From an optimization exercise on the open Yosys and OpenROAD flow, aimed at small area; shortcuts taken in it are not production practice.
At most, simulation tests tie the RTL to the original design; equivalence was not proved.
For run 1, only the layout was checked, not whether the RTL still works.
Power figures rest on the tool's default switching activity, not on a simulated workload.

File: design/flow/config.mk
export PLATFORM = sky130hd
export DESIGN_NAME = dataMemory
export DESIGN_NICKNAME = dataMemory
export VERILOG_FILES = /design/flow/design.v
export SDC_FILE = /design/flow/constraint.sdc
export NUM_CORES = 4
export LEC_CHECK = 0
export CAP_MARGIN = 20
export CORE_MARGIN = 2
export CORE_UTILIZATION = 35
export PLACE_DENSITY = 0.55
export SLEW_MARGIN = 20
export SYNTH_HIERARCHICAL = 1
File: design/flow/constraint.sdc
create_clock -name core_clock -period 8.0 [get_ports {clk}]
set_input_delay 1.6000 -clock core_clock [delete_from_list [all_inputs] [get_ports {clk}]]
set_output_delay 1.6000 -clock core_clock [all_outputs]
set_load 0.01 [all_outputs]
File: design/flow/run.sh
#!/bin/bash
# synth_recipe.tcl (not shown) runs the flow's synth.tcl, then flattens the netlist and writes it again
# the make line also repeats each setting of config.mk as NAME=value (left out here)
make -C /OpenROAD-flow-scripts/flow DESIGN_CONFIG=/design/flow/config.mk WORK_HOME=/design/flow/orfs CLKGATE_MAP_FILE= SYNTH_SCRIPT=/design/flow/synth_recipe.tcl finish
File: design/flow/design.v
package dataMemPkg;
    localparam int ByteWidth = 8;
    localparam int WordBytes = 4;
    typedef logic [ByteWidth-1:0] byteT;
    typedef logic [ByteWidth*WordBytes-1:0] wordT;
    typedef enum logic
    {
        IDLE,
        ACK
    } wbStateT;
endpackage
`timescale 1ns/1ps
module wbSlaveCtrl
(
    input  logic clk,
    input  logic rst,
    input  logic cyc,
    input  logic stb,
    input  logic we,
    output logic ack,
    output logic commitWrite,
    output logic commitRead
);
    logic request;
    assign request = !rst && !ack && cyc && stb;
    always_ff @(posedge clk)
    begin
        ack <= request;
    end
    assign commitWrite = request && we;
    assign commitRead  = request && !we;
endmodule
`timescale 1ns/1ps
module byteHold
(
    input  logic             keep,
    input  logic             load,
    input  dataMemPkg::byteT q,
    input  dataMemPkg::byteT d,
    output dataMemPkg::byteT nxt
);
    assign nxt = ({8{keep}} & q) | ({8{load}} & d);
endmodule
module byteSel4
(
    input  logic [3:0]       sel,
    input  dataMemPkg::byteT d0,
    input  dataMemPkg::byteT d1,
    input  dataMemPkg::byteT d2,
    input  dataMemPkg::byteT d3,
    output dataMemPkg::byteT y
);
    assign y = ({8{sel[0]}} & d0) | ({8{sel[1]}} & d1) |
               ({8{sel[2]}} & d2) | ({8{sel[3]}} & d3);
endmodule
module byteStore
(
    input  logic             clk,
    input  logic             rst,
    input  logic             commitWrite,
    input  logic [4:0]       adr,
    input  logic             byteAccess,
    input  dataMemPkg::wordT datIn,
    output dataMemPkg::wordT bankOut
);
    logic [1:0] a;
    logic [2:0] w;
    logic [2:0] wNext;
    assign a     = adr[1:0];
    assign w     = adr[4:2];
    assign wNext = w + 3'd1;
    logic [7:0] rowSel [4];
    logic [3:0] laneSel;
    dataMemPkg::byteT mem [4][8];
    for (genvar k = 0; k < 4; k++)
    begin : gLaneSel
        assign laneSel[k] = (a == 2'(k));
    end
    for (genvar j = 0; j < 4; j++)
    begin : gBank
        logic [2:0] row;
        assign row = (a > 2'(j)) ? wNext : w;
        for (genvar r = 0; r < 8; r++)
        begin : gRowSel
            assign rowSel[j][r] = (row == 3'(r));
        end
        dataMemPkg::byteT bankData;
        byteSel4 wrRot
        (
            .sel ({laneSel[(j + 1) & 3], laneSel[(j + 2) & 3], laneSel[(j + 3) & 3], laneSel[j]}),
            .d0  (datIn[7:0]),
            .d1  (datIn[15:8]),
            .d2  (datIn[23:16]),
            .d3  (datIn[31:24]),
            .y   (bankData)
        );
        logic bankWrite;
        assign bankWrite = commitWrite && (!byteAccess || laneSel[j]);
        for (genvar r = 0; r < 8; r++)
        begin : gCell
            logic keep;
            logic load;
            dataMemPkg::byteT nxt;
            assign load = bankWrite && rowSel[j][r];
            assign keep = !(rst || load);
            byteHold hold
            (
                .keep (keep),
                .load (load),
                .q    (mem[j][r]),
                .d    (bankData),
                .nxt  (nxt)
            );
            always_ff @(posedge clk)
            begin
                mem[j][r] <= nxt;
            end
        end
        dataMemPkg::byteT lo;
        dataMemPkg::byteT hi;
        byteSel4 rdLo
        (
            .sel (rowSel[j][3:0]),
            .d0  (mem[j][0]),
            .d1  (mem[j][1]),
            .d2  (mem[j][2]),
            .d3  (mem[j][3]),
            .y   (lo)
        );
        byteSel4 rdHi
        (
            .sel (rowSel[j][7:4]),
            .d0  (mem[j][4]),
            .d1  (mem[j][5]),
            .d2  (mem[j][6]),
            .d3  (mem[j][7]),
            .y   (hi)
        );
        assign bankOut[j*8 +: 8] = lo | hi;
    end
endmodule
`timescale 1ns/1ps
module laneNext
(
    input  logic             keep,
    input  logic [3:0]       sel,
    input  dataMemPkg::byteT q,
    input  dataMemPkg::wordT banks,
    output dataMemPkg::byteT nxt
);
    assign nxt = ({8{keep}} & q) |
                 ({8{sel[0]}} & banks[7:0])   | ({8{sel[1]}} & banks[15:8]) |
                 ({8{sel[2]}} & banks[23:16]) | ({8{sel[3]}} & banks[31:24]);
endmodule
module readAligner
(
    input  logic             clk,
    input  logic             rst,
    input  logic             commitRead,
    input  logic             byteAccess,
    input  logic [1:0]       a,
    input  dataMemPkg::wordT bankOut,
    output dataMemPkg::wordT datOut
);
    logic keep;
    logic [3:0] bankSel;
    assign keep = !(rst || commitRead);
    for (genvar k = 0; k < 4; k++)
    begin : gBankSel
        assign bankSel[k] = (a == 2'(k));
    end
    for (genvar b = 0; b < 4; b++)
    begin : gLane
        logic laneOn;
        if (b == 0)
        begin : gLow
            assign laneOn = commitRead;
        end
        else
        begin : gHigh
            assign laneOn = commitRead && !byteAccess;
        end
        logic [3:0] sel;
        for (genvar j = 0; j < 4; j++)
        begin : gSel
            assign sel[j] = laneOn && bankSel[(j - b) & 3];
        end
        dataMemPkg::byteT nxt;
        laneNext next
        (
            .keep  (keep),
            .sel   (sel),
            .q     (datOut[b*8 +: 8]),
            .banks (bankOut),
            .nxt   (nxt)
        );
        always_ff @(posedge clk)
        begin
            datOut[b*8 +: 8] <= nxt;
        end
    end
endmodule
`timescale 1ns/1ps
module dataMemory
#(
    parameter int AddrWidth = 5
)
(
    input  logic                 clk,
    input  logic                 rst,
    input  logic                 cyc,
    input  logic                 stb,
    input  logic                 we,
    input  logic [AddrWidth-1:0] adr,
    input  logic                 byteAccess,
    input  dataMemPkg::wordT     datIn,
    output dataMemPkg::wordT     datOut,
    output logic                 ack
);
    logic commitWrite;
    logic commitRead;
    dataMemPkg::wordT bankOut;
    wbSlaveCtrl busCtrl
    (
        .clk         (clk),
        .rst         (rst),
        .cyc         (cyc),
        .stb         (stb),
        .we          (we),
        .ack         (ack),
        .commitWrite (commitWrite),
        .commitRead  (commitRead)
    );
    byteStore store
    (
        .clk         (clk),
        .rst         (rst),
        .commitWrite (commitWrite),
        .adr         (adr),
        .byteAccess  (byteAccess),
        .datIn       (datIn),
        .bankOut     (bankOut)
    );
    readAligner aligner
    (
        .clk         (clk),
        .rst         (rst),
        .commitRead  (commitRead),
        .byteAccess  (byteAccess),
        .a           (adr[1:0]),
        .bankOut     (bankOut),
        .datOut      (datOut)
    );
endmodule
==> flow_summary.yaml, run 1 <==
run_status:
  status: "complete, no violations"
floorplan:
  start_util: 0.354
  ios: 76
  core-area_mm2: 0.0386
  die_area_mm2: 0.0406
  die_h_um: 201
  dieWidth_um: 201
  row_count: 72
detailed_routing:
  wl_per_cell_um: 23.5
  vias: 10700
  drt-initial-drc-count: 1043
  via_per_inst: 5.92
  dr.pass1.iters: 8
  routed_wl_um: 42500
  antenna_left: 0
  drc: 0
clock_network:
  h-tree-depth: 1
  worstSkewPairLatency_ps: 570
  cts_buffers: 31
  hold_buffers: 0
  clkSlewWorstSetupHoldPaths_ps: 60
  root_buffer: "clkbuf_16"
  cts.sinks: 289
  post_cts_buffers: 0
  cts_tree: "done"
  cts_max_path_buffers: 3
  cts_resized: 0
setup_path:
  slowest_stage: "clkdlybuf4s50_1"
  path_class: "in2reg"
  worstPathRequired_ps: 8510
  cp_data_arrival_time_ps: 5360
  start_kind: "input pin"
  crit_path_cell_trace: "clkdlybuf4s50_1, nor2_4, buf_4, mux2_2, nor2_1, a22oi_1, nand2_1, or2_2, a22oi_1, nand2_1"
  r2r-end: "store.mem[28][6]"
  r2r-start: "busCtrl.ack"
  end_kind: "flop"
  reg2reg_depth: 7
  critPathMaxFanout: 42
  crit_buf_inv: 2
  slowest_delay_ps: 890
  r2r_setup_slack_ps: 4960
  cpLargestDelayFamily: "simple AND/OR/NAND/NOR gates"
  cp-startpoint: "adr[0]"
logic_synthesis:
  netlist_area_mm2: 0.0136
  synth_area_leaders: "dfxtp_1 (42%), a22o_1 (16%), a22oi_1 (8.4%)"
  yosys_register_bits: 289
  yosys.area.top_type_share: 0.424
  synth-edff-count: 0
  avgSynthCellArea_um2: 10.5
  netlist_instances: 1297
  synth.distinct_cells: 49
  synthArstFlopShare: 0
  synth_fp_nets: 1346
  synth_area_leader_cell: "dfxtp_1"
  yosysWarningCount: 13
  synth_ff_type: "dfxtp_1"
  ys_seq_area_frac: 0.424
sta:
  hold_violations: 0
  worst_pin_slew_ps: 1190
  period_share: 0.606
  tns_ps: 0
  fin_crit_ps: 4850
  finClkSkew_ps: 11.4
  max_freq_mhz: 206
  setup_viol: 0
  relSlewSlack: 0.201
  rsz0062_at_grt: "no"
  drv_slew: 0
placement:
  dp_hpwl_um: 30300
  port_buffers: 75
  routabilityCongestion: 0.908
grt:
  grt_pass1_vias: 10000
  grt_max_degree: 43
  gr-max-usage-layer: "met2"
  use_met3: 0.0238
  grt_pass1_wl_um: 63900
  grt_use_total: 0.202
  grt_antenna_before_repair: 0
  gr-usage-met2: 0.309
  met1_usage: 0.296
  grt-ovfl-total: 0
power_and_ir_drop:
  vdd_drop_max_mv: 0.156
  power_mw: 3.16
  power_density_mw_per_mm2: 212
  cellLeakagePower_nw: 5.76
cells_and_area:
  final_util: 0.386
  final_nets: 1319
  layout_common_cells: "dfxtp_1 (289), a22o_1 (257), a22oi_1 (153), nand2_1 (134), clkdlybuf4s50_1 (75)"
  nFillCells: 3830
  mostFrequentLayoutCell: "dfxtp_1"
  area_growth_pct: 9.14
  num_antenna_cells: 0
  layout-drive-gt1-share: 0.142
run:
  max_cap_violations: 0
hold_path:
  holdPathStages: 1
  hp-start: "store.mem[29][0]"
  hold_class: "reg2reg"
  whs_endpoint: "store.mem[29][0]"
## area by class of cell
class | instances | area (um2) | share of cell area
Multi-Input combinational cell | 859 | 6630 | 0.445
Tap cell | 518 | 648 | 0.0435
Timing Repair Buffer | 84 | 818 | 0.0549
Sequential cell | 289 | 5790 | 0.389
Inverter | 5 | 18.8 | 0.00126
Clock buffer | 50 | 907 | 0.0609
Clock inverter | 6 | 82.6 | 0.00555
## worst max-delay path by stage
stage	end	slack (ps)	cells after the start
final	aligner.datOut[23]	3150	10
after global routing	aligner.datOut[1]	2970	10
after CTS	aligner.datOut[1]	3220	10
after detailed placement	aligner.datOut[7]	2630	10
after global placement	aligner.datOut[7]	2650	10
after floorplan	aligner.datOut[14]	4030	13
## Yosys cell counts (3+ instances only)
library cell,instances
a21oi_1,13
a22o_1,257
dfxtp_1,289
a31oi_1,19
buf_6,87
clkbuf_1,20
xnor2_1,4
a22oi_2,72
a222oi_1,32
a22oi_1,153
nor2_1,37
inv_1,4
and2_1,9
mux2_2,10
nor2b_1,9
nand2_1,134
o21ai_0,3
ha_1,6
nand2b_1,7
and3_1,3
mux2i_1,12
buf_2,36
nor3_1,16
or2_2,32
and4bb_1,3
## power by group
group	leakage (nW)	switching, mW	internal (mW)
clock network	0.481	0.584	0.832
registers	2.33	0.00413	1.45
logic	2.95	0.221	0.0754
total	5.76	0.809	2.35
## per-stage QoR
step / setup slack (ps) / hold WS [ps] / cells / instance area (um2)
after floorplan: 4030 / 456 / 1297 / 13600
after global placement: 2650 / 466 / 1755 / 13900
after detailed placement: 2630 / 471 / 1755 / 13900
after CTS: 3220 / 487 / 1811 / 14900
after global routing: 2970 / 496 / 1811 / 14900
final: 3150 / 484 / 1811 / 14900
## cells by family (layout without fill, tap and decap cells)
family	after synthesis	after routing	share of synthesized area
AOI/OAI and AO/OA	561	561	0.364
adders and majority gates	6	6	0.00550
muxes	24	24	0.0193
DFF	289	289	0.424
xor gates and xnor gates	4	4	0.00257
buffers and inverters	149	145	0.0924
and+or+nand+nor	264	264	0.0925
## per-module statistics from Yosys, one instance, submodules excluded, excerpt
module       flops+latches  copies in the design
byteStore              256                     1
readAligner             32                     1
byteSel4                 0                    12
laneNext                 0                     4
byteHold                 0                    32
wbSlaveCtrl              1                     1
## registers in the layout (all words and copies together), names as in the netlist
register,flops
aligner.datOut,32
busCtrl.ack,1
store.mem,256
## per-layer routing
layer	routed length, um	vias up
li1	-	4978
met1	20500	5300
met2	18500	383
met3	2390	52
met4	1090	0
met5	0	-
## worst reg2reg max path: stages (launching register included)
cell and delay, ps:
dfxtp_1 300, and4bb_1 300, and2_1 150, buf_4 260
clkinv_1 570, a21oi_2 600, a31oi_1 390, a22o_1 360
==> inputs of run 2 (changes only) <==
--- a/design/flow/design.v
+++ b/design/flow/design.v
@@ -55,2 +55,21 @@
 endmodule
+module byteSelN3
+(
+    input  logic [2:0]       sel,
+    input  dataMemPkg::byteT d0,
+    input  dataMemPkg::byteT d1,
+    input  dataMemPkg::byteT d2,
+    output dataMemPkg::byteT yn
+);
+    assign yn = ~(({8{sel[0]}} & d0) | ({8{sel[1]}} & d1) | ({8{sel[2]}} & d2));
+endmodule
+module byteSelN2
+(
+    input  logic [1:0]       sel,
+    input  dataMemPkg::byteT d0,
+    input  dataMemPkg::byteT d1,
+    output dataMemPkg::byteT yn
+);
+    assign yn = ~(({8{sel[0]}} & d0) | ({8{sel[1]}} & d1));
+endmodule
 module byteStore
@@ -67,6 +86,5 @@
     logic [2:0] w;
-    logic [2:0] wNext;
-    assign a     = adr[1:0];
-    assign w     = adr[4:2];
-    assign wNext = w + 3'd1;
+    assign a = adr[1:0];
+    assign w = adr[4:2];
+    logic [7:0] rowDec;
     logic [7:0] rowSel [4];
@@ -74,2 +92,6 @@
     dataMemPkg::byteT mem [4][8];
+    for (genvar r = 0; r < 8; r++)
+    begin : gRowDec
+        assign rowDec[r] = (w == 3'(r));
+    end
     for (genvar k = 0; k < 4; k++)
@@ -80,7 +102,7 @@
     begin : gBank
-        logic [2:0] row;
-        assign row = (a > 2'(j)) ? wNext : w;
+        logic wrap;
+        assign wrap = (a > 2'(j));
         for (genvar r = 0; r < 8; r++)
         begin : gRowSel
-            assign rowSel[j][r] = (row == 3'(r));
+            assign rowSel[j][r] = wrap ? rowDec[(r + 7) % 8] : rowDec[r];
         end
@@ -118,7 +140,8 @@
         end
-        dataMemPkg::byteT lo;
-        dataMemPkg::byteT hi;
-        byteSel4 rdLo
-        (
-            .sel (rowSel[j][3:0]),
+        dataMemPkg::byteT rdN0;
+        dataMemPkg::byteT rdN1;
+        dataMemPkg::byteT rdN2;
+        byteSelN3 rd0
+        (
+            .sel (rowSel[j][2:0]),
             .d0  (mem[j][0]),
@@ -126,15 +149,20 @@
             .d2  (mem[j][2]),
-            .d3  (mem[j][3]),
-            .y   (lo)
-        );
-        byteSel4 rdHi
-        (
-            .sel (rowSel[j][7:4]),
-            .d0  (mem[j][4]),
-            .d1  (mem[j][5]),
-            .d2  (mem[j][6]),
-            .d3  (mem[j][7]),
-            .y   (hi)
-        );
-        assign bankOut[j*8 +: 8] = lo | hi;
+            .yn  (rdN0)
+        );
+        byteSelN3 rd1
+        (
+            .sel (rowSel[j][5:3]),
+            .d0  (mem[j][3]),
+            .d1  (mem[j][4]),
+            .d2  (mem[j][5]),
+            .yn  (rdN1)
+        );
+        byteSelN2 rd2
+        (
+            .sel (rowSel[j][7:6]),
+            .d0  (mem[j][6]),
+            .d1  (mem[j][7]),
+            .yn  (rdN2)
+        );
+        assign bankOut[j*8 +: 8] = ~(rdN0 & rdN1 & rdN2);
     end
==> design/flow/flow/run.sh (new file) <==
#!/bin/bash
# Standard layout with smaller port buffers and area recovery on paths with slack.
set -euo pipefail
export BUFFER_PORTS_ARGS="-buffer_cell sky130_fd_sc_hd__buf_1"
export RECOVER_POWER=100
bash standard.sh > standard.log 2>&1
==> design/flow/standard.sh (new file) <==
#!/bin/bash
# synth_recipe.tcl (not shown) runs the flow's synth.tcl, then flattens the netlist and writes it again
# the make line also repeats each setting of config.mk as NAME=value (left out here)
make -C /OpenROAD-flow-scripts/flow DESIGN_CONFIG=/design/flow/config.mk WORK_HOME=/design/flow/orfs CLKGATE_MAP_FILE= SYNTH_SCRIPT=/design/flow/synth_recipe.tcl "${@:-finish}"
removed: design/flow/run.sh
==> run 2 against run 1 <==
  * The layout now fails its checks (capacitance limit, slew limit)
  * Worst hold slack better by 1.2 ps
  * Critical path depth fell by 3
  * Combinational power decreased by 19%
  * Critical path type unchanged
  * Largest cell class unchanged
==> flow_summary.yaml, run 2 <==
run_status:
  status: "finished with violations"
  check.faults: "capacitance limit, slew limit"
cells_and_area:
  nFillCells: 3525
  regMostFlops: "store.mem"
  largest_registers: "store.mem (256), aligner.datOut (32), busCtrl.ack (1)"
  largest_reg_flops: 256
  layout-drive-gt1-share: 0.112
  area_growth_pct: 7.78
  layout_common_cells: "dfxtp_1 (289), a22o_1 (257), a222oi_1 (96), buf_1 (74), a22oi_1 (72)"
  final_nets: 1196
  design_area_mm2: 0.0137
  mostFrequentLayoutCell: "dfxtp_1"
clock_network:
  root_buffer: "clkbuf_16"
  post_cts_buffers: 0
  worstSkewPairLatency_ps: 550
  cts_resized: 0
  cts_buffers: 31
  hold_buffers: 0
  cts.sinks: 289
  cts_max_path_buffers: 3
  cts_tree: "done"
  clkSlewWorstSetupHoldPaths_ps: 60
  h-tree-depth: 1
setup_path:
  critPathMaxFanout: 34
  start_kind: "input pin"
  cp_data_arrival_time_ps: 6030
  end_kind: "flop"
  path_class: "in2reg"
  worstPathRequired_ps: 8440
grt:
  grt_max_degree: 40
  grt_use_total: 0.207
  grt_antenna_before_repair: 1
  grt_pass1_wl_um: 61500
  grt-ovfl-total: 0
  grt_pass1_vias: 9612
logic_synthesis:
  synth_area_leaders: "dfxtp_1 (45%), a22o_1 (18%), a222oi_1 (7.5%)"
  synth_area_leader_cell: "dfxtp_1"
  netlist_area_mm2: 0.0127
  avgSynthCellArea_um2: 10.9
  synth.distinct_cells: 58
  yosys.area.top_type_share: 0.454
  ys_seq_area_frac: 0.454
  yosysWarningCount: 13
  netlist_instances: 1174
  synth_commonest_cells: "dfxtp_1 (289), a22o_1 (257), a222oi_1 (96), a22oi_1 (72), nand2_1 (71)"
  synthArstFlopShare: 0
  yosys_register_bits: 289
  synth-edff-count: 0
  synth_fp_nets: 1217
  synth.most_common_cell: "dfxtp_1"
  synth_ff_type: "dfxtp_1"
detailed_routing:
  wl_per_cell_um: 24.8
  antenna_left: 0
  via_per_inst: 6.37
  vias: 10400
  drt-initial-drc-count: 1381
  routed_wl_um: 40700
  drc: 0
  dr.pass1.iters: 8
hold_path:
  hold_class: "reg2reg"
placement:
  routabilityCongestion: 0.819
  port_buffers: 75
  dp_hpwl_um: 28200
  place_ws_ps: 2820
  place_area_mm2: 0.0127
sta:
  rsz0062_at_grt: "no"
  max_freq_mhz: 179
  setup_viol: 0
  drv_slew: 70
  hold_violations: 0
  worst_pin_slew_ps: 2000
  period_share: 0.698
  fin_crit_ps: 5590
  setup_ws_ps: 2410
  relSlewSlack: -0.331
  finClkSkew_ps: 9.02
  tns_ps: 0
floorplan:
  start_util: 0.357
  die_area_mm2: 0.0380
  dieWidth_um: 195
  die_h_um: 195
  ios: 76
  row_count: 69
  core-area_mm2: 0.0357
power_and_ir_drop:
  vdd_drop_max_mv: 0.159
  cellLeakagePower_nw: 5.18
  power_density_mw_per_mm2: 233
run:
  max_cap_violations: 2
## run 2: cell types whose count changed in the layout (fill, tap and decap cells not counted), sizes merged, moves of 7 or more
cell           delta
a22oi            -97
clkdlybuf4s50    -75
buf              +74
a222oi           +64
nand2            -64
nand3            +32
or2              -30
mux2i            -12
and3             +10
mux2             -10
nor3             -10
nor2b             -7
## run 2: logic make-up after synthesis
logic type,after synthesis,share of synthesized area
buf+inv,147,0.0842
simple gates,201,0.0786
xor+xnor,3,0.00206
compound gates,532,0.379
mux,2,0.00177
flops,289,0.454
## run 2: per-stage QoR
stage,std cells,hold slack (ps),util,power [mW]
floorplan,1174,448,-,1.65
global placement,1581,461,0.354,1.72
detailed placement,1581,467,0.354,1.72
CTS,1637,484,0.384,3.22
global route,1637,490,0.384,3.29
finish,1639,485,0.384,3.20
## run 2: power by group
part	total [mW]	switching [mW]	internal (mW)
combinational	0.241	0.192	0.0488
sequential	1.45	0.00377	1.45
clock	1.51	0.590	0.918
total	3.20	0.786	2.41
## run 2: final timing paths
path	start	endpoint	slack, ps	cells after the start
worst max-delay path	rst	store.mem[8][6]	2410	7
worst min register to register	store.mem[2][4]	store.mem[2][4]	490	1
worst min-delay path	store.mem[2][4]	store.mem[2][4]	490	1
worst max register to register	busCtrl.ack	store.mem[8][6]	4070	6
## run 2: modules after synthesis, one instance, submodules excluded, excerpt
module       cell area [um2]  cells inside
byteHold                86.3            10
byteSel4                 225            28
byteSelN2                128            10
byteSelN3               90.1            10
byteStore               6300           465
laneNext                 193            28
readAligner              729            41
wbSlaveCtrl             46.3             4
## run 2: layer usage
metal	track usage	routed length [um]	up-vias
li1	-	-	4724
met2	0.319	18300	453
met5	0	0	-
met3	0.0285	2830	55
met1	0.301	18700	5209
met4	0.0546	919	0
## run 2: area by class of cell
cell class                 instances  area [um2]  share of cell area
antenna                            2        5.00            0.000364
clock buffer                      42         907              0.0660
clock inverter                    14         181              0.0132
inverter                           8        30.0             0.00219
multi-input combinational        738        5900               0.429
sequential                       289        5790               0.421
tap                              461         577              0.0420
timing repair buffer              85         353              0.0257
## run 2: worst max-delay path: stages
cell and delay [ps]:
clkbuf_1 630, and4bb_1 570, and2_0 1050, inv_1 370, a221oi_1 1060, nor2_1 360
a22o_1 370
==> inputs of run 3 (changes only) <==
--- a/design/flow/config.mk
+++ b/design/flow/config.mk
@@ -10,2 +10,3 @@
 export CORE_UTILIZATION = 35
+export CTS_BUF_LIST = sky130_fd_sc_hd__clkbuf_4
 export PLACE_DENSITY = 0.55
==> run 3 against run 2 <==
  * Still fails the layout checks on capacitance limit, slew limit
  * Power fell by 7.2%
  * Largest cell class unchanged
  * Sequential cell count did not move
  * Highest routed layer unchanged
  * Worst setup slack improved by 110 ps
  * Largest power group is now registers
==> flow_summary.yaml, run 3 <==
placement:
  dp_hpwl_um: 28200
  place_area_mm2: 0.0127
  port_buffers: 75
  routabilityCongestion: 0.819
sta:
  drv_slew: 70
  hold_violations: 0
  max_freq_mhz: 182
  period_share: 0.685
  setup_viol: 0
  relSlewSlack: -0.337
  rsz0062_at_grt: "no"
  holdWs_ps: 483
  fin_crit_ps: 5480
  finClkSkew_ps: 46.6
  worst_pin_slew_ps: 2010
  tns_ps: 0
logic_synthesis:
  yosysWarningCount: 13
  synth.most_common_cell: "dfxtp_1"
  synth_top_family_by_area: "compound AO/OA/AOI/OAI gates"
  synth_commonest_cells: "dfxtp_1 (289), a22o_1 (257), a222oi_1 (96), a22oi_1 (72), nand2_1 (71)"
  ys_seq_area_frac: 0.454
  synthArstFlopShare: 0
  yosys_register_bits: 289
  synthMuxAreaShare: 0.00177
  synth_area_leader_cell: "dfxtp_1"
  synth-edff-count: 0
  synth_fp_nets: 1217
  synth_xor_area_frac: 0.00206
  avgSynthCellArea_um2: 10.9
  synth.distinct_cells: 58
  netlist_instances: 1174
  synth_compound_area_frac: 0.379
  synth_ff_type: "dfxtp_1"
  synth_area_leaders: "dfxtp_1 (45%), a22o_1 (18%), a222oi_1 (7.5%)"
  netlist_area_mm2: 0.0127
  yosys.area.top_type_share: 0.454
  synthSimpleGateAreaFrac: 0.0786
  synthAdderAreaFrac: 0
clock_network:
  cts.sinks: 289
  root_buffer: "clkbuf_4"
  worstSkewPairLatency_ps: 700
  hold_buffers: 0
  cts_tree: "done"
  cts_resized: 0
  cts_max_path_buffers: 3
  cts_buffers: 77
  post_cts_buffers: 0
  h-tree-depth: 3
  clkSlewWorstSetupHoldPaths_ps: 60
detailed_routing:
  drc: 0
  dr.pass1.iters: 9
  wl_per_cell_um: 24.0
  vias: 10700
  antenna_left: 0
  routed_wl_um: 41100
  via_per_inst: 6.23
  drt-initial-drc-count: 1394
hold_path:
  hold_class: "reg2reg"
  holdPathStages: 1
  hp-start: "store.mem[13][2]"
  whs_endpoint: "store.mem[13][2]"
floorplan:
  die_h_um: 195
  ios: 76
  dieWidth_um: 195
  start_util: 0.357
  core-area_mm2: 0.0357
  die_area_mm2: 0.0380
  row_count: 69
run:
  max_cap_violations: 2
cells_and_area:
  layout-drive-gt1-share: 0.158
  final_nets: 1242
  design_area_mm2: 0.0136
  regMostFlops: "store.mem"
  area_growth_pct: 6.61
  largest_reg_flops: 256
  largest_registers: "store.mem (256), aligner.datOut (32), busCtrl.ack (1)"
  mostFrequentLayoutCell: "dfxtp_1"
  layout_common_cells: "dfxtp_1 (289), a22o_1 (257), clkbuf_4 (115), a222oi_1 (96), buf_1 (74)"
setup_path:
  worstPathRequired_ps: 8550
  critPathMaxFanout: 34
  r2r_setup_slack_ps: 4080
  start_kind: "input pin"
  reg2reg_depth: 6
  cp_data_arrival_time_ps: 6030
  end_kind: "flop"
  r2r-end: "store.mem[8][6]"
  r2r-start: "busCtrl.ack"
  path_class: "in2reg"
grt:
  grt_pass1_vias: 9948
  grt_pass1_wl_um: 62300
  grt-ovfl-total: 0
  grt_use_total: 0.211
  grt_antenna_before_repair: 2
  grt_max_degree: 40
power_and_ir_drop:
  cellLeakagePower_nw: 5.21
  power_mw: 2.97
  power_density_mw_per_mm2: 218
  vdd_drop_max_mv: 0.0581
run_status:
  status: "finished with violations"
  check.faults: "capacitance limit, slew limit"
-- run 3: critical path, cell delays in order --
cell and delay [ps]:
clkbuf_1 640, and4bb_1 570, and2_0 1070, inv_1 360, a221oi_1 1040, nor2_1 360
a22o_1 370
-- run 3: layout make-up --
class / count / area (um2)
Antenna cell: 2 / 5.00
Clock buffer: 115 / 863
Clock inverter: 13 / 75.1
Fill cell: 3577 / 22200
Inverter: 8 / 30.0
Multi-Input combinational cell: 738 / 5900
Sequential cell: 289 / 5790
Tap cell: 461 / 577
Timing Repair Buffer: 85 / 353
-- run 3: worst max-delay path by stage --
stage	startpoint	end	slack [ps]	depth (start not counted)
global placement	rst	store.mem[27][6]	2800	7
global route	rst	store.mem[8][6]	2070	7
CTS	rst	store.mem[31][6]	3540	7
finish	rst	store.mem[8][6]	2520	7
floorplan	adr[2]	aligner.datOut[0]	4530	10
detailed placement	rst	store.mem[28][6]	2820	7
-- run 3: cell families after synthesis --
group | after synthesis
muxes | 2
AOI/OAI and AO/OA | 532
buffers and inverters | 147
xor gates and xnor gates | 3
and+or+nand+nor | 201
DFF | 289
-- run 3: modules after synthesis (local to each module, per instance), excerpt --
module / flip-flops and latches / cell area, um2 / cells inside / copies in the design
byteHold: 0 / 86.3 / 10 / 32
byteSel4: 0 / 225 / 28 / 4
byteSelN2: 0 / 128 / 10 / 4
byteSelN3: 0 / 90.1 / 10 / 8
byteStore: 256 / 6300 / 465 / 1
laneNext: 0 / 193 / 28 / 4
readAligner: 32 / 729 / 41 / 1
wbSlaveCtrl: 1 / 46.3 / 4 / 1
-- run 3: power by group --
| group | total (mW) | switching (mW) | internal, mW |
|---|---|---|---|
| Combinational | 0.241 | 0.192 | 0.0488 |
| Clock | 1.28 | 0.596 | 0.682 |
| Sequential | 1.45 | 0.00377 | 1.44 |
-- run 3: per-layer routing --
layer	routed length, um	vias up	part of all wire	GRT usage
met1	18700	5231	0.45	0.298
met3	3140	60	0.076	0.0422
met5	0	-	0	0
met2	18400	516	0.45	0.320
met4	888	0	0.022	0.0724
li1	-	4849	-	-
-- run 3: metrics by stage --
stage / std cells / setup WS [ps] / util
global placement: 1581 / 2800 / 0.354
floorplan: 1174 / 4530 / -
CTS: 1709 / 3540 / 0.380
detailed placement: 1581 / 2820 / 0.354
global route: 1710 / 2070 / 0.380
finish: 1711 / 2520 / 0.380
==> inputs of run 4 (changes only) <==
==> design/flow/flow/run.sh (replaced) <==
#!/bin/bash
# Standard layout with the smallest port buffers and a coarser clock tree without dummy loads.
set -euo pipefail
export BUFFER_PORTS_ARGS="-buffer_cell sky130_fd_sc_hd__buf_1"
export CTS_ARGS="-sink_clustering_enable -repair_clock_nets -dont_use_dummy_load -sink_clustering_size 25 -sink_clustering_max_diameter 300 -buf_list sky130_fd_sc_hd__clkbuf_16"
bash standard.sh > standard.log 2>&1
--- a/design/flow/config.mk
+++ b/design/flow/config.mk
@@ -10,3 +10,2 @@
 export CORE_UTILIZATION = 35
-export CTS_BUF_LIST = sky130_fd_sc_hd__clkbuf_4
 export PLACE_DENSITY = 0.55
==> run 4 against run 3 <==
  * Clock skew down 7.1 ps
  * The run now finishes clean
  * Largest power group unchanged
  * Design area shrank 4.1%
  * Global-route usage shrank 0.59 points
  * Critical endpoint is now store.mem[27][6]
  * Core utilization fell by 1.6 points
  * Critical path type unchanged
==> flow_summary.yaml, run 4 <==
placement:
  routabilityCongestion: 0.819
  port_buffers: 75
  dp_hpwl_um: 28200
clock_network:
  cts_buffers: 15
  h-tree-depth: 1
  cts.sinks: 289
  cts_max_path_buffers: 3
  root_buffer: "clkbuf_16"
  hold_buffers: 0
  worstSkewPairLatency_ps: 510
  post_cts_buffers: 0
  cts_resized: 0
  cts_tree: "done"
  clkSlewWorstSetupHoldPaths_ps: 90
run_status:
  status: "complete, no violations"
cells_and_area:
  largest_reg_flops: 256
  mostFrequentLayoutCell: "dfxtp_1"
  nFillCells: 3574
  layout_common_cells: "dfxtp_1 (289), a22o_1 (257), a222oi_1 (96), buf_1 (74), a22oi_1 (72)"
  area_growth_pct: 2.26
  regMostFlops: "store.mem"
  layout-drive-gt1-share: 0.0846
  largest_registers: "store.mem (256), aligner.datOut (32), busCtrl.ack (1)"
  final_nets: 1180
logic_synthesis:
  synth_top_family_by_area: "compound AO/OA/AOI/OAI gates"
  synth_ff_type: "dfxtp_1"
  avgSynthCellArea_um2: 10.9
  yosysWarningCount: 13
  synth.distinct_cells: 58
  synth_compound_area_frac: 0.379
  yosys.area.top_type_share: 0.454
  synthSimpleGateAreaFrac: 0.0786
  synth_commonest_cells: "dfxtp_1 (289), a22o_1 (257), a222oi_1 (96), a22oi_1 (72), nand2_1 (71)"
  yosys_register_bits: 289
  synthMuxAreaShare: 0.00177
  synthArstFlopShare: 0
  synth_xor_area_frac: 0.00206
  synth_area_leaders: "dfxtp_1 (45%), a22o_1 (18%), a222oi_1 (7.5%)"
  netlist_area_mm2: 0.0127
  netlist_instances: 1174
  synth_area_leader_cell: "dfxtp_1"
  synth_fp_nets: 1217
  synth-edff-count: 0
  synthAdderAreaFrac: 0
  ys_seq_area_frac: 0.454
  synth.most_common_cell: "dfxtp_1"
floorplan:
  core-area_mm2: 0.0357
  dieWidth_um: 195
  die_h_um: 195
  ios: 76
  row_count: 69
  die_area_mm2: 0.0380
  start_util: 0.357
grt:
  grt_use_total: 0.205
  grt_pass1_wl_um: 60900
  grt-ovfl-total: 0
  grt_pass1_vias: 9465
  grt_antenna_before_repair: 1
  grt_max_degree: 40
setup_path:
  end_kind: "flop"
  start_kind: "input pin"
  path_class: "in2reg"
  worstPathRequired_ps: 8400
  cp_data_arrival_time_ps: 5120
  critPathMaxFanout: 34
power_and_ir_drop:
  p_int_mw: 1.83
  clockPowerShare: 0.323
  p_sw_frac: 0.266
  combPwrFrac: 0.097
  power_density_mw_per_mm2: 191
  seq_power_share: 0.580
  power_mw: 2.49
  vdd_drop_max_mv: 0.102
  net-switching-power_mw: 0.663
  cellLeakagePower_nw: 4.84
hold_path:
  hold_class: "reg2reg"
sta:
  fin_crit_ps: 4710
  max_freq_mhz: 212
  period_share: 0.589
  hold_violations: 0
  relSlewSlack: 0.263
  worst_pin_slew_ps: 1100
  finClkSkew_ps: 39.5
  setup_viol: 0
  tns_ps: 0
  drv_slew: 0
  rsz0062_at_grt: "no"
detailed_routing:
  via_per_inst: 6.41
  antenna_left: 0
  drt-initial-drc-count: 1358
  drc: 0
  dr.pass1.iters: 10
  wl_per_cell_um: 25.3
  routed_wl_um: 40300
  vias: 10200
run:
  max_cap_violations: 0
## run 4: power groups by stage
stage	logic [mW]	clock network [mW]	registers (mW)
after floorplan	0.171	0	1.48
after global placement	0.235	0	1.48
after detailed placement	0.237	0	1.48
after CTS	0.237	0.826	1.45
after global routing	0.256	0.867	1.45
final	0.242	0.805	1.45
## run 4: modules after synthesis (local to each module, per instance), a selection
module	flip-flops and latches	area, um2	times used
byteSelN3	0	90.1	8
wbSlaveCtrl	1	46.3	1
byteStore	256	6300	1
laneNext	0	193	4
byteSelN2	0	128	4
readAligner	32	729	1
byteHold	0	86.3	32
byteSel4	0	225	4
## run 4: path summary, 6_finish.rpt
path	from	endpoint	slack, ps	cells past startpoint
setup / recovery	rst	store.mem[27][6]	3290	7
setup reg to reg	busCtrl.ack	store.mem[27][6]	4760	6
hold / removal	store.mem[18][7]	store.mem[18][7]	490	1
hold reg to reg	store.mem[18][7]	store.mem[18][7]	490	1
## run 4: layout make-up
class	instances	area (um2)	share of cell area
multi-input combinational	738	5910	0.453
sequential	289	5790	0.444
tap	461	577	0.0443
clock buffer	15	375	0.0288
timing repair buffer	85	358	0.0275
inverter	8	30.0	0.00230
antenna	1	2.50	0.000192
## run 4: worst max-delay path: stages
cell and delay, ps:
clkbuf_2 450, and4bb_1 500, and2_1 780, inv_1 340
a21oi_1 700, a21oi_1 400, a22o_1 330
## run 4: routing by layer
| layer | track usage | part of all wire |
|---|---|---|
| met1 | 0.301 | 0.46 |
| met4 | 0.0430 | 0.017 |
| met2 | 0.319 | 0.45 |
| met3 | 0.0281 | 0.073 |
| met5 | 0 | 0 |
## run 4: kinds of logic after synthesis
kind of cell,count (synthesis)
AND/OR/NAND/NOR,201
buffers and inverters,147
flip-flops,289
AO/OA/AOI/OAI,532
multiplexers,2
XOR/XNOR,3
## run 4: through the flow
step	area, um2	util	worst slack (ps)	cells	hold slack [ps]
detailed placement	12700	0.354	2820	1581	467
global route	13000	0.365	3000	1596	500
global placement	12700	0.354	2800	1581	461
CTS	13000	0.364	3330	1596	491
finish	13000	0.365	3290	1597	492
floorplan	12700	-	4530	1174	448
==> inputs of run 5 (changes only) <==
--- a/design/flow/config.mk
+++ b/design/flow/config.mk
@@ -9,4 +9,4 @@
 export CORE_MARGIN = 2
-export CORE_UTILIZATION = 35
-export PLACE_DENSITY = 0.55
+export CORE_UTILIZATION = 60
+export PLACE_DENSITY = 0.75
 export SLEW_MARGIN = 20
==> run 5 against run 4 <==
  * Critical endpoint unchanged
  * Critical path type unchanged
  * Sequential power hardly changed
  * Cell count is 12% lower
  * Sequential cell count stayed put
  * Clock-buffer cell count stayed put
==> flow_summary.yaml, run 5 <==
logic_synthesis:
  netlist_area_mm2: 0.0127
  synth.most_common_cell: "dfxtp_1"
  synth_area_leaders: "dfxtp_1 (45%), a22o_1 (18%), a222oi_1 (7.5%)"
  synth_area_leader_cell: "dfxtp_1"
  synth_ff_type: "dfxtp_1"
  synth-edff-count: 0
  avgSynthCellArea_um2: 10.9
  yosys_register_bits: 289
  netlist_instances: 1174
  synth_commonest_cells: "dfxtp_1 (289), a22o_1 (257), a222oi_1 (96), a22oi_1 (72), nand2_1 (71)"
  synth_fp_nets: 1217
  ys_seq_area_frac: 0.454
  synthArstFlopShare: 0
  yosys.area.top_type_share: 0.454
  yosysWarningCount: 13
  synth.distinct_cells: 58
floorplan:
  start_util: 0.608
  die_h_um: 150
  ios: 76
  row_count: 53
  die_area_mm2: 0.0224
  dieWidth_um: 150
  core-area_mm2: 0.0210
detailed_routing:
  antenna_left: 0
  drt-initial-drc-count: 1631
  routed_wl_um: 36800
  via_per_inst: 7.39
  wl_per_cell_um: 26.1
  vias: 10400
  dr.pass1.iters: 8
  drc: 0
power_and_ir_drop:
  power_density_mw_per_mm2: 193
  vdd_drop_max_mv: 0.131
  cellLeakagePower_nw: 4.83
setup_path:
  crit_buf_inv: 2
  cp_data_arrival_time_ps: 5010
  start_kind: "input pin"
  path_class: "in2reg"
  worstPathRequired_ps: 8400
  reg2reg_depth: 6
  cpMostUsedCell: "a21oi_1"
  slowest_delay_ps: 760
  end_kind: "flop"
  crit_path_cell_trace: "clkbuf_2, and4bb_1, and2_1, inv_1, a21oi_1, a21oi_1, a22o_1"
  cp.depth: 7
  slowest_stage: "and2_1"
  cpLargestDelayFamily: "compound AO/OA/AOI/OAI gates"
  critPathMaxFanout: 34
sta:
  drv_slew: 0
  hold_violations: 0
  finClkSkew_ps: 70.4
  period_share: 0.576
  relSlewSlack: 0.259
  worst_pin_slew_ps: 1110
  max_freq_mhz: 217
  setup_viol: 0
  fin_crit_ps: 4610
  tns_ps: 0
  rsz0062_at_grt: "no"
cells_and_area:
  final_nets: 1179
  largest_reg_flops: 256
  largest_registers: "store.mem (256), aligner.datOut (32), busCtrl.ack (1)"
  mostFrequentLayoutCell: "dfxtp_1"
  area_growth_pct: 0.412
  final_util: 0.611
  layout_common_cells: "dfxtp_1 (289), a22o_1 (257), a222oi_1 (96), buf_1 (74), a22oi_1 (72)"
  regMostFlops: "store.mem"
  layout-drive-gt1-share: 0.0829
clock_network:
  cts_resized: 0
  h-tree-depth: 1
  hold_buffers: 0
  root_buffer: "clkbuf_16"
  post_cts_buffers: 0
  cts_max_path_buffers: 3
  worstSkewPairLatency_ps: 510
  cts.sinks: 289
  clkSlewWorstSetupHoldPaths_ps: 90
  cts_tree: "done"
  cts_buffers: 15
placement:
  routabilityCongestion: 0.936
  dp_hpwl_um: 25700
  port_buffers: 75
grt:
  grt_pass1_vias: 9589
  grt_antenna_before_repair: 0
  grt_pass1_wl_um: 55900
  grt-ovfl-total: 0
  grt_use_total: 0.317
  grt_max_degree: 40
run_status:
  status: "complete, no violations"
hold_path:
  hold_class: "reg2reg"
  holdPathStages: 1
run:
  max_cap_violations: 0
==> run 5: Yosys stat by module, one instance, submodules excluded, excerpt <==
module       flip-flops and latches  times used  cells inside  area [um2]
byteSelN3                         0           8            10        90.1
byteHold                          0          32            10        86.3
wbSlaveCtrl                       1           1             4        46.3
byteStore                       256           1           465        6300
byteSel4                          0           4            28         225
readAligner                      32           1            41         729
byteSelN2                         0           4            10         128
laneNext                          0           4            28         193
==> run 5: power breakdown <==
group / switching (mW) / leakage [nW] / internal, mW
Clock: 0.444 / 0.185 / 0.338
Sequential: 0.00388 / 2.33 / 1.44
Combinational: 0.186 / 2.32 / 0.0489
==> run 5: kinds of logic after synthesis <==
logic type / share of synthesized area
AO/OA/AOI/OAI: 0.379
XOR/XNOR: 0.00206
buffers and inverters: 0.0842
flip-flops: 0.454
multiplexers: 0.00177
AND/OR/NAND/NOR: 0.0786
==> run 5: final cells by class <==
cell class,count,area [um2]
multi-input combinational,738,5900
inverter,8,30.0
clock buffer,15,375
tap,275,344
sequential,289,5790
timing repair buffer,84,358
fill,1808,8160
antenna,2,5.00
==> run 5: per-layer routing <==
metal | wire length, um | vias to the layer above | track usage | part of all wire
met5 | 0 | - | 0 | 0
met4 | 1270 | 0 | 0.108 | 0.035
met3 | 3850 | 89 | 0.0595 | 0.10
met2 | 16100 | 599 | 0.482 | 0.44
met1 | 15600 | 5079 | 0.453 | 0.42
li1 | - | 4658 | - | -
==> run 5: path summary, 6_finish.rpt <==
check / endpoint / slack (ps) / from
setup / recovery: store.mem[27][6] / 3390 / rst
hold / removal: store.mem[12][6] / 480 / store.mem[12][6]
setup reg to reg: store.mem[27][6] / 4770 / busCtrl.ack
hold reg to reg: store.mem[12][6] / 480 / store.mem[12][6]
==> run 5: worst reg2reg max path, cell delays in order, from the launching register on <==
cell,delay [ps]
dfxtp_1,340
and4bb_1,290
and2_1,760
inv_1,350
a21oi_1,670
a21oi_1,390
a22o_1,320
==> run 5: per-stage QoR <==
| step | total power, mW | area, um2 | cells | hold WS (ps) | worst slack, ps |
|---|---|---|---|---|---|
| 3_3_place_gp | 1.70 | 12400 | 1393 | 460 | 3050 |
| 6_report | 2.46 | 12800 | 1411 | 485 | 3390 |
| 5_1_grt | 2.53 | 12800 | 1409 | 502 | 3220 |
| 3_5_place_dp | 1.71 | 12400 | 1394 | 469 | 2980 |
| 2_1_floorplan | 1.65 | 12700 | 1174 | 448 | 4530 |
| 4_1_cts | 2.46 | 12800 | 1409 | 488 | 3500 |
==> inputs of run 6 (changes only) <==
--- a/design/flow/design.v
+++ b/design/flow/design.v
@@ -52,4 +52,27 @@
 );
-    assign y = ({8{sel[0]}} & d0) | ({8{sel[1]}} & d1) |
-               ({8{sel[2]}} & d2) | ({8{sel[3]}} & d3);
+    dataMemPkg::byteT yn012;
+    dataMemPkg::byteT yn3;
+    byteSelN3 sel012
+    (
+        .sel (sel[2:0]),
+        .d0  (d0),
+        .d1  (d1),
+        .d2  (d2),
+        .yn  (yn012)
+    );
+    byteNand sel3
+    (
+        .sel (sel[3]),
+        .d   (d3),
+        .yn  (yn3)
+    );
+    assign y = ~(yn012 & yn3);
+endmodule
+module byteNand
+(
+    input  logic             sel,
+    input  dataMemPkg::byteT d,
+    output dataMemPkg::byteT yn
+);
+    assign yn = ~({8{sel}} & d);
 endmodule
@@ -64,11 +87,2 @@
     assign yn = ~(({8{sel[0]}} & d0) | ({8{sel[1]}} & d1) | ({8{sel[2]}} & d2));
-endmodule
-module byteSelN2
-(
-    input  logic [1:0]       sel,
-    input  dataMemPkg::byteT d0,
-    input  dataMemPkg::byteT d1,
-    output dataMemPkg::byteT yn
-);
-    assign yn = ~(({8{sel[0]}} & d0) | ({8{sel[1]}} & d1));
 endmodule
@@ -108,2 +122,7 @@
         end
+        logic bankWrite;
+        assign bankWrite = commitWrite && (!byteAccess || laneSel[j]);
+        logic [3:0] rotSel;
+        assign rotSel = {4{bankWrite}} &
+            {laneSel[(j + 1) & 3], laneSel[(j + 2) & 3], laneSel[(j + 3) & 3], laneSel[j]};
         dataMemPkg::byteT bankData;
@@ -111,3 +130,3 @@
         (
-            .sel ({laneSel[(j + 1) & 3], laneSel[(j + 2) & 3], laneSel[(j + 3) & 3], laneSel[j]}),
+            .sel (rotSel),
             .d0  (datIn[7:0]),
@@ -118,4 +137,2 @@
         );
-        logic bankWrite;
-        assign bankWrite = commitWrite && (!byteAccess || laneSel[j]);
         for (genvar r = 0; r < 8; r++)
@@ -125,4 +142,4 @@
             dataMemPkg::byteT nxt;
-            assign load = bankWrite && rowSel[j][r];
-            assign keep = !(rst || load);
+            assign load = rowSel[j][r];
+            assign keep = !(rst || (bankWrite && rowSel[j][r]));
             byteHold hold
@@ -159,10 +176,16 @@
         );
-        byteSelN2 rd2
-        (
-            .sel (rowSel[j][7:6]),
-            .d0  (mem[j][6]),
-            .d1  (mem[j][7]),
+        dataMemPkg::byteT rdN3;
+        byteNand rd2
+        (
+            .sel (rowSel[j][6]),
+            .d   (mem[j][6]),
             .yn  (rdN2)
         );
-        assign bankOut[j*8 +: 8] = ~(rdN0 & rdN1 & rdN2);
+        byteNand rd3
+        (
+            .sel (rowSel[j][7]),
+            .d   (mem[j][7]),
+            .yn  (rdN3)
+        );
+        assign bankOut[j*8 +: 8] = ~(rdN0 & rdN1 & rdN2 & rdN3);
     end
==> run 6 against run 5 <==
  * Worst hold slack gained 1.0 ps
  * Core utilization grew 0.99 points
  * Global-route usage shrank 0.98 points
  * Power shrank 2.5%
  * Clock skew shrank 34 ps
  * Clock-buffer cell count is the same
  * Sequential share of layout area grew 1.2 points
  * Critical path type unchanged
  * Critical endpoint is now store.mem[10][1]
  * Design area shrank 2.5%
  * First-iteration DRC count shrank 1.7%
  * Area after synthesis shrank 4.4%
  * Via count shrank 1.8%
==> flow_summary.yaml, run 6 <==
setup_path:
  r2r-end: "store.mem[10][1]"
  slowest_stage: "nor3_1"
  path_class: "in2reg"
  r2r-start: "busCtrl.ack"
  cpMostUsedCell: "nand2_1"
  end_kind: "flop"
  critPathMaxFanout: 34
  reg2reg_depth: 7
  worstPathRequired_ps: 8400
  crit_path_cell_trace: "buf_1, buf_4, and4bb_1, and2_1, nand2_1, nor3_1, a222oi_1, nand2_1, a22o_1"
  slowest_delay_ps: 830
  r2r_setup_slack_ps: 4700
  start_kind: "input pin"
  cp_data_arrival_time_ps: 4880
cells_and_area:
  area_growth_pct: 2.36
  regMostFlops: "store.mem"
  design_area_mm2: 0.0125
  mostFrequentLayoutCell: "dfxtp_1"
  layout-drive-gt1-share: 0.0510
  multi_input_area_mm2: 0.00551
  largest_registers: "store.mem (256), aligner.datOut (32), busCtrl.ack (1)"
  nFillCells: 1675
  largest_reg_flops: 256
  num_antenna_cells: 0
  layout_common_cells: "dfxtp_1 (289), a22o_1 (257), nand2_1 (165), a222oi_1 (128), buf_1 (75)"
  final_nets: 1201
  ff_latch_area_mm2: 0.00579
logic_synthesis:
  yosys.area.top_type_share: 0.475
  avgSynthCellArea_um2: 10.4
  synth_area_leaders: "dfxtp_1 (47%), a22o_1 (18%), a222oi_1 (11%)"
  netlist_instances: 1176
  synthArstFlopShare: 0
  netlist_area_mm2: 0.0122
  synth_ff_type: "dfxtp_1"
  synth.most_common_cell: "dfxtp_1"
  synth_area_leader_cell: "dfxtp_1"
  yosysWarningCount: 13
  yosys_register_bits: 289
  synth_fp_nets: 1219
  ys_seq_area_frac: 0.475
  synth_commonest_cells: "dfxtp_1 (289), a22o_1 (257), nand2_1 (165), a222oi_1 (128), buf_2 (48)"
  synth.distinct_cells: 50
  synth-edff-count: 0
clock_network:
  cts_max_path_buffers: 3
  h-tree-depth: 1
  hold_buffers: 0
  cts_buffers: 15
  worstSkewPairLatency_ps: 500
  cts_tree: "done"
  cts.sinks: 289
  cts_resized: 0
  post_cts_buffers: 0
  root_buffer: "clkbuf_16"
  clkSlewWorstSetupHoldPaths_ps: 60
hold_path:
  hp-start: "store.mem[14][5]"
  hold_class: "reg2reg"
  whs_endpoint: "store.mem[14][5]"
  holdPathStages: 1
grt:
  grt_use_total: 0.307
  grt_pass1_wl_um: 53300
  grt_max_degree: 35
  grt_antenna_before_repair: 0
  grt-ovfl-total: 0
  grt_pass1_vias: 9334
floorplan:
  die_area_mm2: 0.0215
  die_h_um: 147
  row_count: 52
  start_util: 0.606
  ios: 76
  core-area_mm2: 0.0201
  dieWidth_um: 147
power_and_ir_drop:
  power_density_mw_per_mm2: 193
  vdd_drop_max_mv: 0.161
  cellLeakagePower_nw: 4.69
sta:
  finClkSkew_ps: 36.6
  max_freq_mhz: 223
  tns_ps: 0
  setup_viol: 0
  drv_slew: 0
  worst_pin_slew_ps: 1110
  relSlewSlack: 0.249
  fin_crit_ps: 4480
  period_share: 0.560
  rsz0062_at_grt: "no"
  hold_violations: 0
detailed_routing:
  drt-initial-drc-count: 1604
  drc: 0
  wl_per_cell_um: 24.2
  vias: 10200
  antenna_left: 0
  routed_wl_um: 34500
  via_per_inst: 7.18
  dr.pass1.iters: 10
run_status:
  status: "complete, no violations"
placement:
  port_buffers: 75
  routabilityCongestion: 0.952
  dp_hpwl_um: 23200
  place_area_mm2: 0.0121
run:
  max_cap_violations: 0
-- run 6: per-module statistics from Yosys, one instance, submodules excluded, a selection --
| module | flip-flops and latches | cells |
|---|---|---|
| byteHold | 0 | 10 |
| byteSel4 | 0 | 8 |
| readAligner | 32 | 41 |
| laneNext | 0 | 28 |
| byteSelN3 | 0 | 10 |
| wbSlaveCtrl | 1 | 4 |
| byteStore | 256 | 439 |
| byteNand | 0 | 9 |
-- run 6: per-layer routing --
metal  wire length, um  up-vias  part of all wire  global-route usage
met4               884        0             0.026              0.0883
met1             15400     4968              0.45               0.454
met2             15100      577              0.44               0.470
met5                 0        -                 0                   0
met3              3190       49             0.092              0.0438
li1                  -     4646                 -                   -
-- run 6: worst max-delay path: cells and delay by family --
kind,cells,cell delay (ps)
compound gates,2,410
buf+inv,2,310
simple gates,5,2550
-- run 6: how the worst max path moves through the flow --
stage,startpoint,end,slack [ps],cells after the start
final,rst,store.mem[10][1],3520,9
after global routing,rst,store.mem[12][5],3380,9
after detailed placement,rst,store.mem[16][4],3200,9
after global placement,rst,store.mem[5][3],3220,9
after floorplan,rst,aligner.datOut[14],4610,5
after CTS,rst,store.mem[16][4],3700,9
-- run 6: power by group --
| part | switching, mW | internal, mW |
|---|---|---|
| Combinational | 0.132 | 0.0376 |
| Clock | 0.446 | 0.338 |
| Sequential | 0.00412 | 1.45 |
| Total | 0.582 | 1.82 |
-- run 6: kinds of logic after synthesis --
logic type	Yosys count	synth area share
buffers and inverters	137	0.0758
flip-flops	289	0.475
AO/OA/AOI/OAI	467	0.338
multiplexers	5	0.00452
AND/OR/NAND/NOR	275	0.105
XOR/XNOR	3	0.00216
-- run 6: final cells by class --
class                   count  share of cell area
flip-flops and latches    289               0.464
well taps                 270              0.0271
repair buffers             98              0.0364
inverters                   4             0.00120
clock buffers              15              0.0301
multi-input cells         750               0.442
-- run 6: per-stage QoR --
| step | setup slack, ps | hold slack [ps] | instances | power (mW) | utilization |
|---|---|---|---|---|---|
| floorplan | 4610 | 448 | 1176 | 1.61 | - |
| global placement | 3220 | 461 | 1410 | 1.64 | 0.601 |
| detailed placement | 3200 | 463 | 1410 | 1.64 | 0.601 |
| CTS | 3700 | 489 | 1425 | 2.41 | 0.620 |
| global route | 3380 | 499 | 1426 | 2.47 | 0.621 |
| finish | 3520 | 486 | 1426 | 2.40 | 0.621 |
==> inputs of run 7 (changes only) <==
==> design/flow/flow/run.sh (replaced) <==
#!/bin/bash
# Standard layout with the smallest port buffers and a coarser clock tree without dummy loads.
set -euo pipefail
export BUFFER_PORTS_ARGS="-buffer_cell sky130_fd_sc_hd__buf_1"
export CTS_ARGS="-sink_clustering_enable -repair_clock_nets -dont_use_dummy_load -sink_clustering_size 16 -sink_clustering_max_diameter 300 -buf_list sky130_fd_sc_hd__clkbuf_8"
bash standard.sh > standard.log 2>&1
--- a/design/flow/config.mk
+++ b/design/flow/config.mk
@@ -7,7 +7,7 @@
 export LEC_CHECK = 0
-export CAP_MARGIN = 20
+export CAP_MARGIN = 0
 export CORE_MARGIN = 2
-export CORE_UTILIZATION = 60
-export PLACE_DENSITY = 0.75
-export SLEW_MARGIN = 20
+export CORE_UTILIZATION = 50
+export PLACE_DENSITY = 0.65
+export SLEW_MARGIN = 0
 export SYNTH_HIERARCHICAL = 1
==> run 7 against run 6 <==
  * Via count grew 1.1%
  * Still clean on timing, DRC and antenna
  * Synthesized cell count is the same
  * Sequential cell count is the same
  * Critical path depth is the same
  * Core utilization shrank 10 points
  * Non-clock buffer count grew 4
==> flow_summary.yaml, run 7 <==
power_and_ir_drop:
  vdd_drop_max_mv: 0.128
  power_mw: 2.32
  power_density_mw_per_mm2: 186
  cellLeakagePower_nw: 4.69
logic_synthesis:
  synth_fp_nets: 1219
  netlist_instances: 1176
  yosysWarningCount: 13
  synth_ff_type: "dfxtp_1"
  synthArstFlopShare: 0
  synth.most_common_cell: "dfxtp_1"
  synth.distinct_cells: 50
  synth_area_leaders: "dfxtp_1 (47%), a22o_1 (18%), a222oi_1 (11%)"
  yosys_register_bits: 289
  netlist_area_mm2: 0.0122
  ys_seq_area_frac: 0.475
  avgSynthCellArea_um2: 10.4
  synth-edff-count: 0
  synth_area_leader_cell: "dfxtp_1"
  synth_commonest_cells: "dfxtp_1 (289), a22o_1 (257), nand2_1 (165), a222oi_1 (128), buf_2 (48)"
  yosys.area.top_type_share: 0.475
detailed_routing:
  wl_met3_um: 3010
  dr.pass1.iters: 10
  drc: 0
  routed_wl_um: 37400
  via_per_inst: 6.94
  drt-initial-drc-count: 1922
  wl_per_cell_um: 25.1
  top_layer: "met4"
  detail_route.wirelength.met1_um: 16900
  vias: 10400
  wl_met2_um: 16200
  antenna_left: 0
setup_path:
  endpoint: "store.mem[11][0]"
  r2r_setup_slack_ps: 4510
  critPathMaxFanout: 34
  cpLargestDelayFamily: "simple AND/OR/NAND/NOR gates"
  r2r-end: "store.mem[11][0]"
  crit_buf_inv: 2
  cp.depth: 9
  path_class: "in2reg"
  start_kind: "input pin"
  end_kind: "flop"
  cp-startpoint: "rst"
  reg2reg_depth: 7
  r2r-start: "busCtrl.ack"
  worstPathRequired_ps: 8500
  crit_path_cell_trace: "buf_1, buf_4, and4bb_1, and2_1, nand2_1, nor3_1, a222oi_1, nand2_1, a22o_1"
  cpMostUsedCell: "nand2_1"
  slowest_stage: "nor3_1"
  cp_data_arrival_time_ps: 5090
  slowest_delay_ps: 920
floorplan:
  row_count: 57
  die_h_um: 160
  start_util: 0.506
  ios: 76
  dieWidth_um: 160
  core-area_mm2: 0.0241
  die_area_mm2: 0.0256
cells_and_area:
  final_util: 0.518
  layout-drive-gt1-share: 0.0548
  largest_reg_flops: 256
  regMostFlops: "store.mem"
  area_growth_pct: 2.46
  final_nets: 1212
  layout_common_cells: "dfxtp_1 (289), a22o_1 (257), nand2_1 (165), a222oi_1 (128), buf_1 (75)"
  mostFrequentLayoutCell: "dfxtp_1"
  largest_registers: "store.mem (256), aligner.datOut (32), busCtrl.ack (1)"
  design_area_mm2: 0.0125
  stdcell_count: 1492
placement:
  routabilityCongestion: 0.905
  dp.cells: 1469
  place_area_mm2: 0.0122
  port_buffers: 75
  dp_hpwl_um: 25100
  place_ws_ps: 3040
sta:
  hold_violations: 0
  setup_ws_ps: 3400
  drv_slew: 0
  holdWs_ps: 484
  setup_viol: 0
  relSlewSlack: 0.147
  fin_crit_ps: 4600
  finClkSkew_ps: 63.0
  worst_pin_slew_ps: 1270
  tns_ps: 0
  period_share: 0.574
  rsz0062_at_grt: "no"
  max_freq_mhz: 218
clock_network:
  hold_buffers: 0
  clkSlewWorstSetupHoldPaths_ps: 100
  root_buffer: "clkbuf_8"
  post_cts_buffers: 0
  cts_tree: "done"
  cts_resized: 0
  cts_max_path_buffers: 3
  cts_buffers: 22
  worstSkewPairLatency_ps: 570
  cts.sinks: 289
  h-tree-depth: 1
grt:
  grt_max_degree: 35
  grt_antenna_before_repair: 0
  grt_use_total: 0.279
  grt_pass1_vias: 9491
  grt-ovfl-total: 0
  grt_pass1_wl_um: 57000
hold_path:
  hold_class: "reg2reg"
  holdPathStages: 1
run_status:
  status: "complete, no violations"
run:
  max_cap_violations: 0
-- run 7: cell counts after synthesis --
No cell type changed its count.
-- run 7: cell families after synthesis --
logic type / count (synthesis) / synth area share
AO/OA/AOI/OAI: 467 / 0.338
flip-flops: 289 / 0.475
AND/OR/NAND/NOR: 275 / 0.105
buffers and inverters: 137 / 0.0758
multiplexers: 5 / 0.00452
XOR/XNOR: 3 / 0.00216
-- run 7: area by class of cell --
class / instances / area (um2)
Tap cell: 324 / 405
Multi-Input combinational cell: 750 / 5490
Fill cell: 2262 / 11600
Sequential cell: 289 / 5790
Antenna cell: 1 / 2.50
Clock buffer: 22 / 303
Timing Repair Buffer: 102 / 484
Inverter: 4 / 15.0
-- run 7: report_power, final --
group,internal [mW],total [mW],switching (mW)
combinational,0.0384,0.176,0.138
sequential,1.45,1.45,0.00415
clock,0.247,0.698,0.451
total,1.73,2.32,0.593
-- run 7: worst min path at each step --
stage / startpoint / end / slack (ps)
after floorplan: store.mem[0][6] / store.mem[0][6] / 450
after global placement: store.mem[15][6] / store.mem[15][6] / 460
after detailed placement: store.mem[22][6] / store.mem[22][6] / 460
after CTS: store.mem[9][2] / store.mem[9][2] / 480
after global routing: store.mem[10][6] / store.mem[10][6] / 500
final: store.mem[10][2] / store.mem[10][2] / 480
-- run 7: per-module statistics from Yosys (local to each module, per instance), excerpt --
module	cell area [um2]	cells
byteHold	86.3	10
byteNand	35.0	9
byteSel4	30.0	8
byteSelN3	90.1	10
byteStore	6260	439
laneNext	193	28
readAligner	729	41
wbSlaveCtrl	46.3	4
-- run 7: metal layers --
metal  vias up  global-route usage
met3        76              0.0439
met4         0              0.0966
met1      5093               0.411
met2       513               0.415
li1       4670                   -
met5         -                   0
==> inputs of run 8 (changes only) <==
--- a/design/flow/flow/run.sh
+++ b/design/flow/flow/run.sh
@@ -1,4 +1,8 @@
 #!/bin/bash
-# Standard layout with the smallest port buffers and a coarser clock tree without dummy loads.
+# Standard layout with: synthesis buffers removed and cells set to their smallest drive
+# after floorplan (repair_design re-buffers and resizes where needed), the smallest port
+# buffers, and a coarser clock tree without dummy loads.
 set -euo pipefail
+here=$(pwd)
+export POST_FLOORPLAN_TCL="$here/flow/post_floorplan.tcl"
 export BUFFER_PORTS_ARGS="-buffer_cell sky130_fd_sc_hd__buf_1"
==> design/flow/flow/post_floorplan.tcl (new file) <==
# Remove the buffers synthesis inserted and take every combinational cell down to its
# smallest drive strength; placement's repair_design adds back what slew and load need.
remove_buffers
set n 0
foreach inst [get_cells *] {
  set m [get_property $inst ref_name]
  if {[regexp {^(sky130_fd_sc_hd__[a-z0-9]+)_([0-9]+)$} $m -> base drive]} {
    if {$drive == 1 || [string match "*df*" $base] || [string match "*conb*" $base]} { continue }
    foreach d {1 0} {
      set cand [get_lib_cells -quiet */${base}_$d]
      if {[llength $cand] > 0} {
        replace_cell $inst [lindex $cand 0]
        incr n
        break
      }
    }
  }
}
puts "post_floorplan: resized $n cells to their smallest drive"
--- a/design/flow/config.mk
+++ b/design/flow/config.mk
@@ -7,7 +7,8 @@
 export LEC_CHECK = 0
-export CAP_MARGIN = 0
+export CAP_MARGIN = 20
 export CORE_MARGIN = 2
 export CORE_UTILIZATION = 50
+export GPL_TIMING_DRIVEN = 0
 export PLACE_DENSITY = 0.65
-export SLEW_MARGIN = 0
+export SLEW_MARGIN = 20
 export SYNTH_HIERARCHICAL = 1
==> run 8 against run 7 <==
  * Combinational power shrank 9%
  * Cell count shrank 1.3%
  * Via count shrank 3.4%
  * Non-clock buffer count shrank 19
  * Global-route usage shrank 1.9 points
  * Synthesized cell count is the same
  * Die area is the same
  * Worst setup slack gained 52 ps
  * Area after synthesis is the same
==> flow_summary.yaml, run 8 <==
cells_and_area:
  largest_registers: "store.mem (256), aligner.datOut (32), busCtrl.ack (1)"
  regMostFlops: "store.mem"
  area_growth_pct: 1.43
  layout_common_cells: "dfxtp_1 (289), a22o_1 (257), nand2_1 (166), a222oi_1 (128), buf_1 (72)"
  layout-drive-gt1-share: 0.0462
  mostFrequentLayoutCell: "dfxtp_1"
floorplan:
  core-area_mm2: 0.0241
  ios: 76
  dieWidth_um: 160
  row_count: 57
clock_network:
  cts_buffers: 22
  root_buffer: "clkbuf_8"
  hold_buffers: 0
  clkSlewWorstSetupHoldPaths_ps: 30
  cts.sinks: 289
  cts_tree: "done"
  cts_resized: 0
  cts_max_path_buffers: 3
  worstSkewPairLatency_ps: 550
setup_path:
  cp_data_arrival_time_ps: 4970
  crit_path_cell_trace: "buf_2, and4bb_1, and2_1, nand2_1, nor3_1, a222oi_1, nand2_1, a22o_1"
  r2r_setup_slack_ps: 4560
  r2r-start: "busCtrl.ack"
  slowest_stage: "nor3_1"
  start_kind: "input pin"
  worstPathRequired_ps: 8420
  r2r-end: "store.mem[10][0]"
  reg2reg_depth: 7
logic_synthesis:
  synth_commonest_cells: "dfxtp_1 (289), a22o_1 (257), nand2_1 (165), a222oi_1 (128), buf_2 (48)"
  synth.distinct_cells: 50
  yosys_register_bits: 289
  synth_area_leaders: "dfxtp_1 (47%), a22o_1 (18%), a222oi_1 (11%)"
  avgSynthCellArea_um2: 10.4
  netlist_instances: 1176
  netlist_area_mm2: 0.0122
  synth_area_leader_cell: "dfxtp_1"
  synth_ff_type: "dfxtp_1"
  synth.most_common_cell: "dfxtp_1"
  synth_fp_nets: 1219
hold_path:
  hold_class: "reg2reg"
  hp-start: "store.mem[10][0]"
  holdPathStages: 1
detailed_routing:
  drt-initial-drc-count: 1586
  wl_per_cell_um: 23.7
  routed_wl_um: 34900
  drc: 0
  via_per_inst: 6.79
  antenna_left: 0
grt:
  grt_use_total: 0.260
  grt_antenna_before_repair: 1
  grt_pass1_wl_um: 53400
  grt_pass1_vias: 9149
  grt_max_degree: 35
sta:
  rsz0062_at_grt: "no"
  finClkSkew_ps: 72.3
  max_freq_mhz: 220
  setup_ws_ps: 3460
  hold_violations: 0
  setup_viol: 0
  period_share: 0.568
  relSlewSlack: 0.212
  fin_crit_ps: 4540
placement:
  dp_hpwl_um: 24300
  place_ws_ps: 2900
power_and_ir_drop:
  net-switching-power_mw: 0.574
  combPwrFrac: 0.070
  clockPowerShare: 0.300
  p_int_mw: 1.72
  cellLeakagePower_nw: 4.60
run_status:
  status: "complete, no violations"
run:
  max_cap_violations: 0
-- run 8: per-layer routing --
metal,vias to the layer above,GRT usage,wire length (um)
met4,0,0.0741,930
met5,-,0,0
met1,4874,0.365,15500
met2,448,0.406,15400
met3,44,0.0519,3040
li1,4637,-,-
-- run 8: worst max-delay path: cells and delay by family --
| kind | cells | cell delay (ps) |
|---|---|---|
| compound gates | 2 | 420 |
| simple gates | 5 | 2600 |
| buf+inv | 1 | 310 |
-- run 8: cells by family after synthesis --
logic type | after synthesis | share of synthesized area
simple gates | 275 | 0.105
compound gates | 467 | 0.338
buf+inv | 137 | 0.0758
mux | 5 | 0.00452
xor+xnor | 3 | 0.00216
flops | 289 | 0.475
-- run 8: final cells by class --
cell class / count / area, um2
Fill cell: 2279 / 11700
Clock buffer: 22 / 303
Tap cell: 324 / 405
Timing Repair Buffer: 83 / 347
Antenna cell: 1 / 2.50
Multi-Input combinational cell: 750 / 5510
Sequential cell: 289 / 5790
Inverter: 4 / 15.0
-- run 8: power groups by stage --
stage	sequential, mW	combinational [mW]	clock [mW]
2_1_floorplan	1.48	0.123	0
3_3_place_gp	1.48	0.149	0
3_5_place_dp	1.48	0.154	0
4_1_cts	1.45	0.155	0.704
5_1_grt	1.45	0.171	0.756
6_report	1.45	0.160	0.689
-- run 8: stage by stage --
stage	power (mW)	hold slack, ps	instance area (um2)	util	instances
2_1_floorplan	1.61	448	12200	-	1176
3_3_place_gp	1.63	461	11900	0.494	1442
3_5_place_dp	1.64	464	12000	0.499	1450
4_1_cts	2.31	481	12300	0.512	1472
5_1_grt	2.38	493	12400	0.513	1473
6_report	2.30	483	12400	0.513	1473
-- run 8: modules after synthesis, one instance, submodules excluded, a selection --
module / cells inside / flip-flops and latches
byteSelN3: 10 / 0
byteSel4: 8 / 0
wbSlaveCtrl: 4 / 1
laneNext: 28 / 0
readAligner: 41 / 32
byteHold: 10 / 0
-- run 8: worst max-delay path by stage --
stage / from / end / slack (ps)
2_1_floorplan: rst / aligner.datOut[14] / 4610
3_3_place_gp: rst / aligner.datOut[14] / 1430
3_5_place_dp: adr[1] / aligner.datOut[7] / 2900
4_1_cts: adr[1] / aligner.datOut[7] / 3450
5_1_grt: rst / store.mem[9][5] / 3380
6_report: rst / store.mem[10][0] / 3460

Setup slack of run 8, layout unchanged: 3.456 ns with ideal ports, 3.466 ns with driving cells assumed (clock clkbuf_16, inputs buf_2), 2.902 ns with port delays also shifted by the 0.564 ns mid clock arrival.
